Source: an optimization exercise on an open RTL-to-GDS flow (aim: small area). Production flows keep margins and buffers that such runs may drop.
No functional check of the RTL was part of this run.
Power is estimated from default activity; no workload was simulated.

`design/flow/run.sh`:
```
#!/bin/bash
# synth_recipe.tcl (not shown) runs the flow's synth.tcl, then flattens the netlist and writes it again
# the make line also repeats each setting of config.mk as NAME=value (left out here)
make -C /OpenROAD-flow-scripts/flow DESIGN_CONFIG=/design/flow/config.mk WORK_HOME=/design/flow/orfs CLKGATE_MAP_FILE= SYNTH_SCRIPT=/design/flow/synth_recipe.tcl finish
```
`design/flow/config.mk`:
```
export PLATFORM = sky130hd
export DESIGN_NAME = mod_vga_fb_scheduler
export DESIGN_NICKNAME = mod_vga_fb_scheduler
export VERILOG_FILES = /design/flow/design.v
export SDC_FILE = /design/flow/constraint.sdc
export NUM_CORES = 4
export LEC_CHECK = 0
export CAP_MARGIN = 20
export CORE_MARGIN = 2
export CORE_UTILIZATION = 40
export SLEW_MARGIN = 20
```
`design/flow/constraint.sdc`:
```
create_clock -name core_clock -period 5.0 [get_ports {in_clk_25_175_mhz}]
set_input_delay 1.0000 -clock core_clock [delete_from_list [all_inputs] [get_ports {in_clk_25_175_mhz}]]
set_output_delay 1.0000 -clock core_clock [all_outputs]
set_load 0.01 [all_outputs]
```
`design/flow/design.v`:
```
package vga_fb_pkg;
  localparam int NES_W    = 256;
  localparam int NES_H    = 240;
  localparam int PIX_W    = 6;
  localparam int H_OFFSET = 64;
  localparam int FX_W     = $clog2(NES_W);
  localparam logic [PIX_W-1:0] BORDER_INDEX = 6'h0F;
  typedef enum logic [1:0] {IDLE, FETCH, DRAIN, DONE} fetch_state_t;
  typedef struct packed {
    logic            bank;
    logic [FX_W-1:0] fx;
  } rd_tag_t;
  function automatic logic [15:0] fb_pack(input logic [7:0] y, input logic [7:0] x);
    fb_pack = {y, x};
  endfunction
endpackage
module mod_vga_line_buffer
(
  input  logic             in_clk_25_175_mhz,
  input  logic             in_reset,
  input  logic             wr_en,
  input  logic             wr_bank,
  input  logic [vga_fb_pkg::FX_W-1:0]  wr_addr,
  input  logic [vga_fb_pkg::PIX_W-1:0] wr_data,
  input  logic             rd_bank,
  input  logic [vga_fb_pkg::FX_W-1:0]  rd_addr,
  output logic [vga_fb_pkg::PIX_W-1:0] rd_data
);
  logic [vga_fb_pkg::PIX_W-1:0] mem [2*vga_fb_pkg::NES_W];
  always_ff @(posedge in_clk_25_175_mhz)
    if (wr_en) mem[{wr_bank, wr_addr}] <= wr_data;
  always_ff @(posedge in_clk_25_175_mhz or posedge in_reset)
    if (in_reset) rd_data <= '0;
    else          rd_data <= mem[{rd_bank, rd_addr}];
endmodule
module mod_vga_fb_scheduler
#(
  parameter int RD_LAT = 1
) (
  input  logic             in_clk_25_175_mhz,
  input  logic             in_reset,
  input  logic             in_vga_frame_start,
  input  logic             in_vga_line_start,
  input  logic [9:0]       in_vga_next_x,
  input  logic             in_vga_active,
  input  logic             in_ppu_wr_valid,
  input  logic [7:0]       in_ppu_wr_x,
  input  logic [7:0]       in_ppu_wr_y,
  input  logic [vga_fb_pkg::PIX_W-1:0] in_ppu_wr_data,
  output logic             out_ppu_wr_ready,
  output logic [15:0]      out_fb_addr,
  output logic             out_fb_we,
  output logic [vga_fb_pkg::PIX_W-1:0] out_fb_wdata,
  input  logic [vga_fb_pkg::PIX_W-1:0] in_fb_rdata,
  output logic [vga_fb_pkg::PIX_W-1:0] out_pix_index,
  output logic             out_pix_dim,
  output logic             out_underrun
);
  vga_fb_pkg::fetch_state_t     state;
  logic [vga_fb_pkg::FX_W-1:0]  fx;
  logic [7:0]       fetch_y;
  logic [8:0]       vline;
  logic             front_bank, fetch_done, last_grant;
  logic [RD_LAT:0]  vld_pipe;
  logic             tag_bank [RD_LAT:0];
  logic [vga_fb_pkg::FX_W-1:0]  tag_fx   [RD_LAT:0];
  logic even_ls, abort, kick, rd_req, ppu_gnt, rd_gnt;
  assign even_ls = in_vga_line_start & ~in_vga_frame_start & ~vline[0];
  assign abort   = in_vga_frame_start | even_ls;
  assign kick    = in_vga_frame_start |
                   (even_ls & (({1'b0, vline[8:1]} + 9'd1) < 9'(vga_fb_pkg::NES_H)));
  assign rd_req  = (state == vga_fb_pkg::FETCH) & ~abort;
  assign ppu_gnt = in_ppu_wr_valid & (~rd_req | last_grant);
  assign rd_gnt  = rd_req & ~ppu_gnt;
  assign out_ppu_wr_ready = ppu_gnt;
  always_ff @(posedge in_clk_25_175_mhz or posedge in_reset) begin
    if (in_reset) begin
      state        <= vga_fb_pkg::IDLE;
      fx           <= '0;
      fetch_y      <= '0;
      vline        <= '0;
      front_bank   <= 1'b0;
      fetch_done   <= 1'b0;
      last_grant   <= 1'b0;
      out_underrun <= 1'b0;
      out_fb_we    <= 1'b0;
      out_fb_addr  <= '0;
      out_fb_wdata <= '0;
    end else begin
      if (ppu_gnt | rd_gnt) last_grant <= rd_gnt;
      if (ppu_gnt && in_ppu_wr_y < 8'(vga_fb_pkg::NES_H)) begin
        out_fb_we    <= 1'b1;
        out_fb_addr  <= {in_ppu_wr_y, in_ppu_wr_x};
        out_fb_wdata <= in_ppu_wr_data;
      end else begin
        out_fb_we <= 1'b0;
        if (rd_gnt) out_fb_addr <= {fetch_y, 8'(fx)};
      end
      if (in_vga_frame_start) vline <= '0;
      else if (in_vga_line_start) begin
        if (!vline[0]) begin
          if (!fetch_done) out_underrun <= 1'b1;
          front_bank <= ~front_bank;
        end
        if (vline != 9'd479) vline <= vline + 9'd1;
      end
      if (abort) fetch_done <= 1'b0;
      if (kick) begin
        state   <= vga_fb_pkg::FETCH;
        fx      <= '0;
        fetch_y <= in_vga_frame_start ? 8'd0 : vline[8:1] + 8'd1;
      end else if (abort) state <= vga_fb_pkg::IDLE;
      else begin
        case (state)
          vga_fb_pkg::FETCH: if (rd_gnt) begin
            fx <= fx + 1'b1;
            if (fx == vga_fb_pkg::FX_W'(vga_fb_pkg::NES_W-1)) state <= vga_fb_pkg::DRAIN;
          end
          vga_fb_pkg::DRAIN: if (~|vld_pipe[RD_LAT-1:0]) state <= vga_fb_pkg::DONE;
          vga_fb_pkg::DONE: begin
            fetch_done <= 1'b1;
            state      <= vga_fb_pkg::IDLE;
          end
          default: ;
        endcase
      end
    end
  end
  always_ff @(posedge in_clk_25_175_mhz or posedge in_reset) begin
    if (in_reset) begin
      vld_pipe <= '0;
      for (int k = 0; k <= RD_LAT; k++) begin
        tag_bank[k] <= 1'b0;
        tag_fx[k]   <= '0;
      end
    end else begin
      vld_pipe    <= abort ? '0 : {vld_pipe[RD_LAT-1:0], rd_gnt};
      tag_bank[0] <= ~front_bank;
      tag_fx[0]   <= fx;
      for (int k = 1; k <= RD_LAT; k++) begin
        tag_bank[k] <= tag_bank[k-1];
        tag_fx[k]   <= tag_fx[k-1];
      end
    end
  end
  logic            in_win, win_q;
  logic [vga_fb_pkg::FX_W-1:0] lb_raddr;
  logic [vga_fb_pkg::PIX_W-1:0] lb_rdata;
  assign in_win   = in_vga_active && in_vga_next_x >= 10'(vga_fb_pkg::H_OFFSET) &&
                    in_vga_next_x < 10'(vga_fb_pkg::H_OFFSET + 2*vga_fb_pkg::NES_W);
  assign lb_raddr = vga_fb_pkg::FX_W'((in_vga_next_x - 10'(vga_fb_pkg::H_OFFSET)) >> 1);
  mod_vga_line_buffer u_lb (
    .in_clk_25_175_mhz (in_clk_25_175_mhz),
    .in_reset          (in_reset),
    .wr_en             (vld_pipe[RD_LAT] & ~abort),
    .wr_bank           (tag_bank[RD_LAT]),
    .wr_addr           (tag_fx[RD_LAT]),
    .wr_data           (in_fb_rdata),
    .rd_bank           (front_bank),
    .rd_addr           (lb_raddr),
    .rd_data           (lb_rdata)
  );
  always_ff @(posedge in_clk_25_175_mhz or posedge in_reset)
    if (in_reset) win_q <= 1'b0;
    else          win_q <= in_win;
  assign out_pix_index = win_q ? lb_rdata : vga_fb_pkg::BORDER_INDEX;
  logic line_odd;
  always_ff @(posedge in_clk_25_175_mhz or posedge in_reset) begin
    if (in_reset) begin
      line_odd    <= 1'b0;
      out_pix_dim <= 1'b0;
    end else begin
      if (in_vga_frame_start)     line_odd <= 1'b0;
      else if (in_vga_line_start) line_odd <= vline[0];
      out_pix_dim <= in_win & line_odd;
    end
  end
endmodule
```
==> out/qor.yml <==
run_status:
  status: "no timing/DRC/antenna violations"
sta:
  tightest_slew_ns: 1.26
  finClkSkew_ns: 0.0778
  timing.fmax_ghz: 0.219
  fin_crit_ns: 4.57
  fin_crit_sh_pct: 91.5
  finalSetupViolations: 0
  rsz0062_at_grt: "false"
  hold_slack_ns: 0.348
  hold_viol_final: 0
  drv_slew: 0
  max_slew_margin_pct: 16.1
logic_synthesis:
  yosysMostFrequentCell: "edfxtp_1"
  synth_top_area_share_pct: 74.9
  ys_seq_elements: 3155
  syn_inst: 6364
  syn-num-nets: 6414
  synth_commonest_cells: "edfxtp_1 (3072), mux2i_1 (589), nor2_1 (567)"
  synth_warnings: 6
  syn_area_um2: 123000
  synth_edf_count: 3072
  async_flop_share_pct: 2.63
  synth_top_area_cell: "edfxtp_1"
  ys_seq_area_share_pct: 76.6
  synth_ff_type: "edfxtp_1"
  ys_types: 63
  post_synth.cell_area_avg_um2: 19.3
  synth_area_leaders: "edfxtp_1 (75%), mux4_2 (9.3%), mux2i_1 (4.8%), nor2_1 (1.7%), dfrtp_1 (1.7%)"
clock_tree:
  path_clk_slew_ns: 0.06
  clk_latency_ns: 0.90
  cts_sinks: 3155
  cts_inserted_buffers: 330
  cts_hold_buffers: 0
  root_buffer: "clkbuf_16"
  cts_resized: 0
  clockBufferDepth: 4
  htreeDepth: 5
  post_cts_buffers: 0
  cts_tree: "done"
floorplan:
  die_area_um2: 312000
  num_rows: 203
  die_h_um: 559
  ios: 76
  start_util_pct: 40.2
  dieWidth_um: 559
  core_region_area_um2: 306000
global_route:
  grt_max_degree: 147
  grt_pass1_vias: 64509
  antenna_found_initial: 11
  grt-ovfl-total: 0
  grt.total_usage_pct: 21.7
  grt_pass1_wl_mm: 485
drt:
  via_count: 64483
  wl_per_cell_um: 31.2
  drt-initial-drc-count: 7830
  dr.pass1.iters: 6
  antenna_left: 0
  vias_per_cell: 5.85
  routed_wl_mm: 344
  route.detailed.drc: 0
setup_path:
  worstPathArrival_ns: 5.34
  r2r_start: "u_lb.mem[382][3]"
  cp_max_fo: 16
  critPathRequiredTime_ns: 5.77
  crit_type: "in2reg"
  start_kind: "input pin"
  end_kind: "flop"
  startpoint: "in_vga_next_x[4]"
power_and_ir_drop:
  pwr_density_cell_nw_per_um2: 401
  seqPwrFrac_pct: 51.5
  intPower_uw: 44200
  switching_share_pct: 21.9
  ir_drop_mv: 0.322
  pwr-share-comb_pct: 5.7
  power.leakage_uw: 0.0452
  pwr-share-clk_pct: 42.7
  p_switching_uw: 12400
placement:
  dp_hpwl_mm: 210
  globalplace.congestion: 0.856
  port_buffers: 75
layout:
  layout.nets: 6718
  area_delta_synth_final_pct: 14.6
  utilization_pct: 46.1
  drive_above_1_share_pct: 19.7
worst_hold_path:
  min_path_type: "reg2reg"
  worstHoldStart: "tag_bank[0]"
job:
  maxCapViolCount: 0
-- layout make-up --
cell class | count | area [um2]
clock buffers | 398 | 8690
inverters | 12 | 52.6
flip-flops and latches | 3155 | 94300
fillers | 25479 | 165000
multi-input cells | 2778 | 27000
well taps | 4100 | 5130
clock inverters | 187 | 1790
diodes | 6 | 15.0
repair buffers | 391 | 4160
-- per-layer routing --
metal / track usage, % / vias up / wire [um]
li1: - / 26625 / -
met5: 0 / - / 94
met1: 30.0 / 34284 / 139000
met3: 4.05 / 568 / 28700
met4: 6.74 / 12 / 11200
met2: 35.0 / 2994 / 165000
-- worst paths after layout --
check / to / slack (ns) / cells after the start
worst min register to register: tag_bank[1] / 0.35 / 0
worst min-delay path: tag_bank[1] / 0.35 / 0
max in group asynchronous: tag_fx[1][7] / 3.44 / 3
worst max-delay path: u_lb.rd_data[3] / 0.43 / 10
worst max register to register: u_lb.rd_data[3] / 1.56 / 9
min in group asynchronous: out_pix_dim / 0.57 / 2
-- cells in the final DEF, fill, tap and decap left out, types with 10 or more instances in the layout --
master | Yosys | routed
mux4_2 | 510 | 510
o22ai_1 | 50 | 50
nor3_1 | 14 | 14
xor2_1 | 13 | 13
buf_12 | 0 | 80
bufinv_16 | 0 | 31
nand2_1 | 163 | 149
edfxtp_1 | 3072 | 3072
buf_4 | 39 | 237
clkbuf_1 | 208 | 58
a221oi_1 | 125 | 125
mux2i_1 | 589 | 589
clkinv_1 | 0 | 75
a211oi_1 | 71 | 71
dfrtp_1 | 83 | 83
xnor2_1 | 10 | 10
a22oi_1 | 130 | 130
clkdlybuf4s50_1 | 0 | 65
nand2_4 | 0 | 12
o221ai_1 | 55 | 55
o21ai_0 | 117 | 117
clkinv_2 | 0 | 58
clkbuf_16 | 0 | 337
nor2_1 | 567 | 560
mux2_2 | 26 | 26
a21oi_1 | 175 | 174
nand3_1 | 27 | 23
-- through the flow --
step / worst slack (ns) / total power (uW) / std cells / TNS, ns / instance area [um2]
global placement: -0.256 / 32900 / 10436 / -0.257 / 131000
finish: 0.427 / 56600 / 11027 / 0 / 141000
floorplan: 1.62 / 31200 / 6364 / 0 / 123000
detailed placement: -0.302 / 33000 / 10436 / -0.302 / 131000
global route: 0.565 / 58000 / 11024 / 0 / 141000
CTS: 0.628 / 56900 / 11021 / 0 / 141000
-- critical path, cell delays in order --
cell	delay, ns
clkdlybuf4s50_1	0.81
or3b_4	0.65
buf_4	0.25
o221ai_1	0.16
a21oi_1	0.36
a221oi_1	0.30
a2111oi_1	1.02
buf_4	0.27
nand4_1	0.10
or3_1	0.37
-- sequential cells by signal, indices dropped and copies added (netlist names) --
register      flops
tag_bank          2
win_q             1
out_fb_we         1
out_fb_wdata      6
vline             9
last_grant        1
fx                8
out_fb_addr      16
out_underrun      1
state             2
fetch_y           8
u_lb.mem       3072
line_odd          1
out_pix_dim       1
tag_fx           16
fetch_done        1
front_bank        1
u_lb.rd_data      6
vld_pipe          2
-- kinds of logic (layout without fill, tap and decap cells) --
family / Yosys count / count (layout) / synth area share [%]
fa+ha+maj: 6 / 6 / 0.0610
flops: 3155 / 3155 / 76.6
mux: 1125 / 1125 / 14.4
other cells: 0 / 6 / 0
buf+inv: 431 / 988 / 1.68
compound gates: 788 / 788 / 4.39
xor+xnor: 23 / 23 / 0.164
simple gates: 836 / 836 / 2.75
-- power by group through the flow --
stage / Sequential, uW / Clock, uW / Combinational (uW)
2_1_floorplan: 29700 / 0 / 1510
5_1_grt: 29100 / 25500 / 3380
3_3_place_gp: 29700 / 0 / 3210
3_5_place_dp: 29700 / 0 / 3250
6_report: 29200 / 24200 / 3250
4_1_cts: 29100 / 24500 / 3250

[static timing again, ports no longer ideal]
Ports are ideal in the flow. The routed layout listed here was re-timed in OpenROAD. Step 1, drivers: a clkbuf_16 drives in_clk_25_175_mhz and a buf_2 each remaining input, both assumed. Step 2 times the ports against the registers' clock, not the clock port: input delays grow and output delays shrink by t, the midpoint of the rising clock arrivals with the driver on. a / b / c = no drivers / after step 1 / after step 2; a / b = the first two.
t, ns: 0.956
slack for setup (ns): 0.427 / 0.494 / -0.462
worst hold slack (ns): 0.348 / 0.348 / 0.348
worst setup path at the end: input to register
cell pins on the clock port's net: 1
With both steps, setup timing fails in this run, where it was met with ideal ports. For this run, drivers alone change the setup slack by +0.067 ns; drivers and shift together by -0.889 ns.
